This is an optimization exercise on Yosys and OpenROAD, whose aim is a short achievable clock period and few clock cycles, not a production implementation. Only simulation tests tie the RTL to the original design; equivalence was not proved. Power is estimated from default activity; no workload was simulated.

<file path="flow/config.mk">
export PLATFORM = sky130hd
export DESIGN_NAME = bilateral_filter
export DESIGN_NICKNAME = bilateral_filter
export VERILOG_FILES = /design/flow/design.v
export SDC_FILE = /design/flow/constraint.sdc
export NUM_CORES = 4
export LEC_CHECK = 0
export CAP_MARGIN = 20
export CORE_MARGIN = 2
export CORE_UTILIZATION = 40
export PLACE_DENSITY = 0.6
export SLEW_MARGIN = 20
</file>
<file path="flow/constraint.sdc">
create_clock -name core_clock -period 8.5 [get_ports {clk}]
set_input_delay 1.7000 -clock core_clock [delete_from_list [all_inputs] [get_ports {clk}]]
set_output_delay 1.7000 -clock core_clock [all_outputs]
set_load 0.01 [all_outputs]
</file>
<file path="flow/design.v">
`default_nettype none
package bilateral_pkg;
    localparam int IMG_SIZE    = 16;
    localparam int WIN_TAPS    = 9;
    localparam int RANGE_SHIFT = 5;
    localparam int QUOT_BITS   = 8;
    localparam int SR_LEN      = 2 * IMG_SIZE + 3;
    localparam int NUM_BITS    = 16;
    localparam int DEN_BITS    = 9;
    function automatic logic [4:0] range_weight(input logic [2:0] idx);
        case (idx)
            3'd0:    range_weight = 5'd16;
            3'd1:    range_weight = 5'd12;
            3'd2:    range_weight = 5'd8;
            3'd3:    range_weight = 5'd5;
            3'd4:    range_weight = 5'd3;
            3'd5:    range_weight = 5'd2;
            default: range_weight = 5'd1;
        endcase
    endfunction
endpackage
`default_nettype wire
`timescale 1ns/1ps
`default_nettype none
module window_fetch (
    input  logic        clk,
    input  logic        rst,
    input  logic        in_valid_i,
    input  logic [7:0]  in_data_i,
    output logic [7:0]  in_addr_o,
    output logic [71:0] win_o,
    output logic        win_valid_o,
    output logic [7:0]  win_addr_o,
    output logic        win_last_o
);
    localparam int SR_LEN = bilateral_pkg::SR_LEN;
    logic        rd_active;
    logic [7:0]  rd_addr;
    logic        cap_valid;
    logic [7:0]  cap_data;
    logic [7:0]  cap_addr;
    logic [7:0]  sr [SR_LEN];
    assign in_addr_o = rd_addr;
    always_ff @(posedge clk or posedge rst) begin
        if (rst) begin
            rd_active <= 1'b1;
            rd_addr   <= '0;
            cap_valid <= 1'b0;
        end else begin
            cap_valid <= in_valid_i && rd_active;
            if (in_valid_i && rd_active) begin
                rd_addr <= rd_addr + 1'b1;
                if (rd_addr == 8'hff) begin
                    rd_active <= 1'b0;
                end
            end
        end
    end
    always_ff @(posedge clk) begin
        cap_data <= in_data_i;
        cap_addr <= rd_addr;
    end
    always_ff @(posedge clk or posedge rst) begin
        if (rst) begin
            win_valid_o <= 1'b0;
        end else begin
            win_valid_o <= cap_valid && (cap_addr[7:4] >= 4'd2) && (cap_addr[3:0] >= 4'd2);
        end
    end
    always_ff @(posedge clk) begin
        if (cap_valid) begin
            sr[0] <= cap_data;
            for (int i = 1; i < SR_LEN; i++) begin
                sr[i] <= sr[i-1];
            end
            win_addr_o <= {cap_addr[7:4] - 4'd1, cap_addr[3:0] - 4'd1};
            win_last_o <= (cap_addr == 8'hff);
        end
    end
    assign win_o = {sr[0],  sr[1],  sr[2],
                    sr[16], sr[17], sr[18],
                    sr[32], sr[33], sr[34]};
endmodule
`default_nettype wire
`timescale 1ns/1ps
`default_nettype none
module tap_weighting (
    input  logic         clk,
    input  logic         rst,
    input  logic [71:0]  win_i,
    input  logic         win_valid_i,
    input  logic [7:0]   win_addr_i,
    input  logic         win_last_i,
    output logic [143:0] prod_o,
    output logic [62:0]  wgt_o,
    output logic         prod_valid_o,
    output logic [7:0]   prod_addr_o,
    output logic         prod_last_o
);
    logic [7:0]  pix_c [9];
    logic [2:0]  idx_c [9];
    logic [7:0]  pix_r [9];
    logic [2:0]  idx_r [9];
    logic [4:0]  rw_c  [9];
    logic [15:0] prod_c [9];
    logic [6:0]  wgt_c [9];
    logic        s1_valid;
    logic [7:0]  s1_addr;
    logic        s1_last;
    function automatic int sshift(input int tap);
        if (tap == 4) sshift = 2;
        else if (tap % 2 == 1) sshift = 1;
        else sshift = 0;
    endfunction
    always_comb begin
        for (int i = 0; i < 9; i++) begin
            pix_c[i] = win_i[8*(8-i) +: 8];
        end
        for (int i = 0; i < 9; i++) begin
            if (pix_c[i] > pix_c[4]) begin
                idx_c[i] = 3'((pix_c[i] - pix_c[4]) >> bilateral_pkg::RANGE_SHIFT);
            end else begin
                idx_c[i] = 3'((pix_c[4] - pix_c[i]) >> bilateral_pkg::RANGE_SHIFT);
            end
        end
    end
    always_comb begin
        for (int i = 0; i < 9; i++) begin
            rw_c[i]   = bilateral_pkg::range_weight(idx_r[i]);
            prod_c[i] = ({11'd0, rw_c[i]} * {8'd0, pix_r[i]}) << sshift(i);
            wgt_c[i]  = {2'd0, rw_c[i]} << sshift(i);
        end
    end
    always_ff @(posedge clk or posedge rst) begin
        if (rst) begin
            s1_valid     <= 1'b0;
            prod_valid_o <= 1'b0;
        end else begin
            s1_valid     <= win_valid_i;
            prod_valid_o <= s1_valid;
        end
    end
    always_ff @(posedge clk) begin
        if (win_valid_i) begin
            for (int i = 0; i < 9; i++) begin
                pix_r[i] <= pix_c[i];
                idx_r[i] <= idx_c[i];
            end
            s1_addr <= win_addr_i;
            s1_last <= win_last_i;
        end
    end
    always_ff @(posedge clk) begin
        if (s1_valid) begin
            for (int i = 0; i < 9; i++) begin
                prod_o[16*i +: 16] <= prod_c[i];
                wgt_o[7*i +: 7]    <= wgt_c[i];
            end
            prod_addr_o <= s1_addr;
            prod_last_o <= s1_last;
        end
    end
endmodule
`default_nettype wire
`timescale 1ns/1ps
`default_nettype none
module weighted_sum (
    input  logic         clk,
    input  logic         rst,
    input  logic [143:0] prod_i,
    input  logic [62:0]  wgt_i,
    input  logic         prod_valid_i,
    input  logic [7:0]   prod_addr_i,
    input  logic         prod_last_i,
    output logic [15:0]  num_o,
    output logic [8:0]   den_o,
    output logic         sums_valid_o,
    output logic [7:0]   sums_addr_o,
    output logic         sums_last_o
);
    logic [15:0] pnum [3];
    logic [8:0]  pden [3];
    logic        p_valid;
    logic [7:0]  p_addr;
    logic        p_last;
    always_ff @(posedge clk or posedge rst) begin
        if (rst) begin
            p_valid      <= 1'b0;
            sums_valid_o <= 1'b0;
        end else begin
            p_valid      <= prod_valid_i;
            sums_valid_o <= p_valid;
        end
    end
    always_ff @(posedge clk) begin
        if (prod_valid_i) begin
            for (int g = 0; g < 3; g++) begin
                pnum[g] <= prod_i[16*(3*g) +: 16] + prod_i[16*(3*g+1) +: 16] + prod_i[16*(3*g+2) +: 16];
                pden[g] <= 9'(wgt_i[7*(3*g) +: 7]) + 9'(wgt_i[7*(3*g+1) +: 7]) + 9'(wgt_i[7*(3*g+2) +: 7]);
            end
            p_addr <= prod_addr_i;
            p_last <= prod_last_i;
        end
    end
    always_ff @(posedge clk) begin
        if (p_valid) begin
            num_o       <= pnum[0] + pnum[1] + pnum[2];
            den_o       <= pden[0] + pden[1] + pden[2];
            sums_addr_o <= p_addr;
            sums_last_o <= p_last;
        end
    end
endmodule
`default_nettype wire
`timescale 1ns/1ps
`default_nettype none
module weight_divider (
    input  logic         clk,
    input  logic         rst,
    input  logic [15:0]  num_i,
    input  logic [8:0]   den_i,
    input  logic         sums_valid_i,
    input  logic [7:0]   sums_addr_i,
    input  logic         sums_last_i,
    output logic         out_valid_o,
    output logic [7:0]   out_addr_o,
    output logic [7:0]   out_data_o,
    output logic         finish_o
);
    localparam int QB = bilateral_pkg::QUOT_BITS;
    logic [QB-1:0][16:0] rem_r;
    logic [QB-1:0][8:0]  den_r;
    logic [QB-1:0][7:0]  quot_r;
    logic [QB-1:0][7:0]  addr_r;
    logic [QB-1:0]       last_r;
    logic [QB-1:0]       vld_r;
    logic [16:0] rem_in  [QB];
    logic [8:0]  den_in  [QB];
    logic [7:0]  quot_in [QB];
    logic [16:0] rem_n   [QB];
    logic [7:0]  quot_n  [QB];
    logic [16:0] rem_sh;
    logic [10:0] trial;
    logic        q_bit;
    always_comb begin
        for (int s = 0; s < QB; s++) begin
            if (s == 0) begin
                rem_in[s]  = {1'b0, num_i};
                den_in[s]  = den_i;
                quot_in[s] = '0;
            end else begin
                rem_in[s]  = rem_r[s-1];
                den_in[s]  = den_r[s-1];
                quot_in[s] = quot_r[s-1];
            end
            rem_sh = rem_in[s] >> (QB - 1 - s);
            trial  = {1'b0, rem_sh[9:0]} - {2'b00, den_in[s]};
            q_bit  = ~trial[10];
            rem_n[s]  = rem_in[s];
            quot_n[s] = quot_in[s];
            if (q_bit) begin
                rem_n[s] = (rem_in[s] & ~(17'h3ff << (QB - 1 - s))) | ({7'd0, trial[9:0]} << (QB - 1 - s));
            end
            quot_n[s][QB - 1 - s] = q_bit;
        end
    end
    always_ff @(posedge clk or posedge rst) begin
        if (rst) begin
            for (int s = 0; s < QB; s++) begin
                vld_r[s] <= 1'b0;
            end
        end else begin
            vld_r[0] <= sums_valid_i;
            for (int s = 1; s < QB; s++) begin
                vld_r[s] <= vld_r[s-1];
            end
        end
    end
    always_ff @(posedge clk) begin
        if (sums_valid_i) begin
            rem_r[0]  <= rem_n[0];
            den_r[0]  <= den_in[0];
            quot_r[0] <= quot_n[0];
            addr_r[0] <= sums_addr_i;
            last_r[0] <= sums_last_i;
        end
        for (int s = 1; s < QB; s++) begin
            if (vld_r[s-1]) begin
                rem_r[s]  <= rem_n[s];
                den_r[s]  <= den_in[s];
                quot_r[s] <= quot_n[s];
                addr_r[s] <= addr_r[s-1];
                last_r[s] <= last_r[s-1];
            end
        end
    end
    assign out_valid_o = vld_r[QB-1];
    assign out_addr_o  = addr_r[QB-1];
    assign out_data_o  = quot_r[QB-1];
    always_ff @(posedge clk or posedge rst) begin
        if (rst) begin
            finish_o <= 1'b0;
        end else if (vld_r[QB-1] && last_r[QB-1]) begin
            finish_o <= 1'b1;
        end
    end
endmodule
`default_nettype wire
`timescale 1ns/1ps
`default_nettype none
module bilateral_filter (
    input  logic        clk,
    input  logic        rst,
    input  logic        in_valid_i,
    input  logic [7:0]  in_data_i,
    output logic [7:0]  in_addr_o,
    output logic        out_valid_o,
    output logic [7:0]  out_addr_o,
    output logic [7:0]  out_data_o,
    output logic        finish_o
);
    logic [71:0]  win;
    logic         win_valid;
    logic [7:0]   win_addr;
    logic         win_last;
    logic [143:0] prod;
    logic [62:0]  wgt;
    logic         prod_valid;
    logic [7:0]   prod_addr;
    logic         prod_last;
    logic [15:0]  num;
    logic [8:0]   den;
    logic         sums_valid;
    logic [7:0]   sums_addr;
    logic         sums_last;
    window_fetch window_fetch_inst (
        .clk         (clk),
        .rst         (rst),
        .in_valid_i  (in_valid_i),
        .in_data_i   (in_data_i),
        .in_addr_o   (in_addr_o),
        .win_o       (win),
        .win_valid_o (win_valid),
        .win_addr_o  (win_addr),
        .win_last_o  (win_last)
    );
    tap_weighting tap_weighting_inst (
        .clk          (clk),
        .rst          (rst),
        .win_i        (win),
        .win_valid_i  (win_valid),
        .win_addr_i   (win_addr),
        .win_last_i   (win_last),
        .prod_o       (prod),
        .wgt_o        (wgt),
        .prod_valid_o (prod_valid),
        .prod_addr_o  (prod_addr),
        .prod_last_o  (prod_last)
    );
    weighted_sum weighted_sum_inst (
        .clk          (clk),
        .rst          (rst),
        .prod_i       (prod),
        .wgt_i        (wgt),
        .prod_valid_i (prod_valid),
        .prod_addr_i  (prod_addr),
        .prod_last_i  (prod_last),
        .num_o        (num),
        .den_o        (den),
        .sums_valid_o (sums_valid),
        .sums_addr_o  (sums_addr),
        .sums_last_o  (sums_last)
    );
    weight_divider weight_divider_inst (
        .clk          (clk),
        .rst          (rst),
        .num_i        (num),
        .den_i        (den),
        .sums_valid_i (sums_valid),
        .sums_addr_i  (sums_addr),
        .sums_last_i  (sums_last),
        .out_valid_o  (out_valid_o),
        .out_addr_o   (out_addr_o),
        .out_data_o   (out_data_o),
        .finish_o     (finish_o)
    );
endmodule
`default_nettype wire
</file>
<file path="flow/run.sh">
#!/bin/bash
# synth_recipe.tcl (not shown) runs the flow's synth.tcl, then flattens the netlist and writes it again
# the make line also repeats each setting of config.mk as NAME=value (left out here)
make -C /OpenROAD-flow-scripts/flow DESIGN_CONFIG=/design/flow/config.mk WORK_HOME=/design/flow/orfs CLKGATE_MAP_FILE= SYNTH_SCRIPT=/design/flow/synth_recipe.tcl finish
</file>
==> run summary <==
==> per-layer routing <==
metal  routed length, um  vias up
li1                    -    13756
met1               42050    13601
met2               45600      383
met3                2876      163
met4                3111        0
met5                   0        -
==> logic make-up after synthesis <==
logic type / Yosys count / share of synthesized area
flip-flops: 978 / 0.5576
AND/OR/NAND/NOR: 766 / 0.07492
adder cells (fa/ha/maj): 715 / 0.2051
AO/OA/AOI/OAI: 557 / 0.07058
buffers and inverters: 486 / 0.03633
XOR/XNOR: 217 / 0.03643
multiplexers: 81 / 0.01892
other: 2 / 0.0001439
==> per-stage QoR <==
stage / hold WS [ps] / setup WS, ps
floorplan: 385.5 / 1478
global placement: 389.9 / 3853
detailed placement: 389.7 / 3751
CTS: 361.9 / 3725
global route: 373.1 / 3288
finish: 357.8 / 3742
==> registers in the layout (all words and copies together), names as in the netlist, 9 cells and up <==
| register | cells |
|---|---|
| tap_weighting_inst.prod_o | 117 |
| weighted_sum_inst.pnum | 45 |
| tap_weighting_inst.idx_r | 24 |
| weight_divider_inst.rem_r | 91 |
| tap_weighting_inst.wgt_o | 44 |
| weighted_sum_inst.den_o | 9 |
| weight_divider_inst.quot_r | 36 |
| weight_divider_inst.den_r | 63 |
| weighted_sum_inst.num_o | 16 |
| weighted_sum_inst.pden | 24 |
| weight_divider_inst.addr_r | 64 |
| window_fetch_inst.sr | 280 |
| tap_weighting_inst.pix_r | 72 |
==> critical path: cells and delay by family (launching register included) <==
family	cells	cell delay, ps
fa+ha+maj	4	1820
compound gates	4	1050
simple gates	2	1040
flops	1	430
buf+inv	2	100
xor+xnor	1	70
==> power breakdown <==
group          switching, mW  internal (mW)  leakage (nW)
registers           0.000506           5.21          8.60
logic                 0.0727         0.0651          12.9
clock network           1.89           2.63          1.65
total                   1.96           7.91          23.2
==> worst min path at each step <==
stage                                                      from                              endpoint  cells after the start
after detailed placement  window_fetch_inst.cap_data[7]$_DFF_P_  window_fetch_inst.sr[0][7]$_DFFE_PP_                      0
after global placement    window_fetch_inst.cap_data[5]$_DFF_P_  window_fetch_inst.sr[0][5]$_DFFE_PP_                      0
after CTS                 window_fetch_inst.cap_data[6]$_DFF_P_  window_fetch_inst.sr[0][6]$_DFFE_PP_                      0
after global routing      window_fetch_inst.cap_data[6]$_DFF_P_  window_fetch_inst.sr[0][6]$_DFFE_PP_                      0
final                     window_fetch_inst.cap_data[6]$_DFF_P_  window_fetch_inst.sr[0][6]$_DFFE_PP_                      0
after floorplan           window_fetch_inst.cap_data[0]$_DFF_P_  window_fetch_inst.sr[0][0]$_DFFE_PP_                      0
==> area by class of cell <==
cell class / instances / area [um^2] / share of cell area
inverters: 449 / 1685 / 0.02892
clock inverters: 54 / 650.6 / 0.01117
well taps: 1742 / 2180 / 0.03741
repair buffers: 58 / 550.5 / 0.009448
clock buffers: 137 / 2786 / 0.04782
diodes: 1 / 2.502 / 0.00004295
flip-flops and latches: 978 / 29100 / 0.4995
multi-input cells: 2371 / 21310 / 0.3657
==> synth_stat cells, types with 6 or more instances <==
cell,n,share of area
sky130_fd_sc_hd__a2111oi_0,11,0.0018
sky130_fd_sc_hd__a211o_1,12,0.0020
sky130_fd_sc_hd__a211oi_1,18,0.0026
sky130_fd_sc_hd__a21o_1,69,0.0099
sky130_fd_sc_hd__a21oi_1,159,0.015
sky130_fd_sc_hd__a221oi_1,11,0.0018
sky130_fd_sc_hd__a31o_2,11,0.0018
sky130_fd_sc_hd__a31oi_1,10,0.0012
sky130_fd_sc_hd__and2_1,223,0.027
sky130_fd_sc_hd__and3_1,12,0.0014
sky130_fd_sc_hd__buf_4,8,0.0012
sky130_fd_sc_hd__clkbuf_1,21,0.0015
sky130_fd_sc_hd__dfrtp_1,23,0.011
sky130_fd_sc_hd__dfxtp_1,16,0.0061
sky130_fd_sc_hd__edfxtp_1,938,0.54
sky130_fd_sc_hd__fa_1,234,0.090
sky130_fd_sc_hd__ha_1,480,0.12
sky130_fd_sc_hd__inv_1,449,0.032
sky130_fd_sc_hd__mux2_2,21,0.0045
sky130_fd_sc_hd__mux2_4,30,0.0086
sky130_fd_sc_hd__mux2i_1,30,0.0058
sky130_fd_sc_hd__nand2_1,187,0.013
sky130_fd_sc_hd__nand2b_1,34,0.0041
sky130_fd_sc_hd__nand3_1,24,0.0023
sky130_fd_sc_hd__nand4_1,8,0.00096
sky130_fd_sc_hd__nor2_1,134,0.0096
sky130_fd_sc_hd__nor2b_1,53,0.0064
sky130_fd_sc_hd__nor3_1,58,0.0056
sky130_fd_sc_hd__o211ai_1,9,0.0013
sky130_fd_sc_hd__o21a_1,35,0.0050
sky130_fd_sc_hd__o21ai_0,89,0.0085
sky130_fd_sc_hd__o21bai_1,26,0.0037
sky130_fd_sc_hd__o221ai_1,7,0.0012
sky130_fd_sc_hd__o22a_1,6,0.0010
sky130_fd_sc_hd__o22ai_1,16,0.0019
sky130_fd_sc_hd__o31ai_1,8,0.0012
sky130_fd_sc_hd__o41ai_1,10,0.0017
sky130_fd_sc_hd__or3_1,13,0.0016
sky130_fd_sc_hd__xnor2_1,143,0.024
sky130_fd_sc_hd__xor2_1,74,0.012
==> summary.md <==
| Metric | Value |
|---|---|
| Normalized max-slew margin | 0.3169 |
| Required time reported for the critical path endpoint | 8980 ps |
| Final design instance area without fill | 58270 um^2 |
| Total cell area at the placement stage | 54830 um^2 |
| Overall die width | 365.2 um |
| Setup slack of the most critical reg-to-reg path | ~3700 ps |
| Number of fill cells in the layout | 11539 |
| Distinct cells, synth | 75 |
| CTS tree | built |
| Terminus of the critical flop-to-flop path | tap_weighting_inst.prod_o[28]$_DFFE_PP_ |
| Crit path launch | tap_weighting_inst.idx_r[1][2]$_DFFE_PP_ |
| Top library cells by usage in the layout, fill and taps aside | 938 x sky130_fd_sc_hd__edfxtp_1, 480 x sky130_fd_sc_hd__ha_1, 449 x sky130_fd_sc_hd__inv_1 |
| Final core utilization | 0.4500 |
| Placer congestion estimate | ~0.84 |
| Number of vias after detailed routing | roughly 28000 |
| Clk Tree Root Cell | sky130_fd_sc_hd__clkbuf_16 |
| Post-route clock period utilization | 0.5598 |
| Antenna Nets Post-Route | 0 |
| Total power | roughly 9.9 mW |
| Post-CTS repair timing setup buffer count | 0 |
| Via count of the first global-routing pass | around 28000 |
| Port buffer count | 36 |
| Layout cells sized above 1 | 0.06622 |
| FMAX | 0.2102 GHz |
| TritonRoute pass-1 iters | 5 |
| Critical-path cell list | nor3_1 > and2_1 > fa_1 > fa_1 > inv_1 > fa_1 > inv_1 > ha_1 > o21a_1 > a2111oi_0 > o21bai_1 > a21oi_1 > xnor2_1 |
| Final critical-path required period | 4758 ps |
| Met1 layer usage reported by global route | 0.1854 |
| Number of instances in the synthesized netlist | around 3800 |
| Post-synthesis instance area | about 52000 um^2 |
| Path category of the worst min-delay check | register to register |
| Grt peak-use layer | met2 |
| Reg2reg start | tap_weighting_inst.idx_r[1][2]$_DFFE_PP_ |
| Number of flip-flops and latches in the synthesized netlist | 978 |
| Number of cells upsized or downsized after cts | 0 |
| Total global routing track utilization | 0.1438 |
| Worst setup endpoint | tap_weighting_inst.prod_o[28]$_DFFE_PP_ |
| Remaining global-route overflow | 0 |
| Fraction of the yosys area taken by sequential cells | 0.5576 |
| Result of the run | timing/DRC/antenna clean |
| Number of placed instances, taps included | 5598 |
| Finish-stage setup viols | 0 |
| Maximum Capacitance Violations | 0 |
| Clock latency on the worst-skew pair | ~720 ps |
| Slew of the pin with the lowest slew margin | 1025 ps |
| Count of endpoints failing hold in the final timing report | 0 |
| Worst EP arrival | 5240 ps |
| Number of nets in the final layout | 4686 |
| Critical path class | register to register |
| Setup Skew | between 40 and 50 ps |
| Hold buffer count at CTS | 0 |
| Vias/cell | 4.819 |
| Chip height | around 370 um |
| Top-Level Pins | 37 |
| Number of buffers inserted during clock tree synthesis | roughly 100 |
| Grt met3 use | 0.02322 |
| Worst path max stage delay | 770 ps |
| Length in cells of the worst reg-to-reg path | 13 |
| Async set-or-reset flop fraction in the synthesized netlist | 0.02454 |
| Worst-case vdd ir drop | around 0.16 mV |
| Setup repair after global routing missed its margin | no |
| Count of H-tree levels built during CTS | 3 |
| Effective utilization at floorplan | 0.4029 |
| Setup crit end kind | register |
| Clk buf depth | 3 |
| Most used DFF post-synth | sky130_fd_sc_hd__edfxtp_1 |
| Cell area power density | approximately 170 nW/um^2 |
| Master of the slowest instance on the critical path | sky130_fd_sc_hd__nor3_1 |
| Post-detailed-routing wire length | about 94000 um |
| Cell with the most instances on the worst path | sky130_fd_sc_hd__fa_1 |
| Total Negative Setup Slacks | 0 ps |
| Average routed wire per standard cell | approximately 16 um |
| Clock sinks | 978 |
| Slew Viols, Final | 0 |
| Leakage Power | 23.15 nW |
| Number of core rows | roughly 130 |
| Reg clk slew, reported paths | about 60 ps |
| Fraction of met2 tracks used by global routing | 0.2447 |
| Leading cell type in the layout, fill and taps excluded | sky130_fd_sc_hd__edfxtp_1 |
| Number of violations reported at the end of detailed-routing iteration 0 | about 1500 |
| Die area | roughly 130000 um^2 |
| Antenna violations before repair | 1 |
| Setup crit start kind | register |
| Count of flip-flops with a built-in enable after synthesis | between 900 and 1000 |
| Core area | about 130000 um^2 |
| Yosys Warn Count | 19 |
| Placed wire-length estimate | 69620 um |
| Critical path peak fanout | 9 |
| Remaining DRCs | 0 |
| Largest net degree at the start of global routing | 170 |
| P&R area growth vs syn | 11.68% |
| Number of cells in the finished layout apart from fillers | 5790 |
| First-pass GRT wire length | 150500 um |
| Post-Synthesis Mean Instance Area | 13.72 um^2 |
Testbench counts, summed over its fixed seeds: cycles 6,480.

==> afterwards: timing with drivers on the ports <==
The results above use ideal ports. As a check the final layout listed here was re-extracted and re-timed, cells and wires unchanged.
Step 1 assumes that a clkbuf_16 drives the clock port and a buf_2 every other input.
Step 2 times the ports against the registers' clock, not the clock port: input delays grow and output delays shrink by t, the midpoint of the rising clock arrivals with the driver on.
Three values: ideal ports, drivers, drivers and shift; two values: the first two.
t (ns): 0.772
slack for setup (ns): 3.742 / 3.742 / 3.742
worst hold slack (ns): 0.358 / 0.358 / 0.358
worst data-port slew with drivers (ns): 0.03
After both steps setup and hold are still met in this run. The setup slack of this run moves by 0.000 ns with the drivers and by 0.000 ns with both steps.
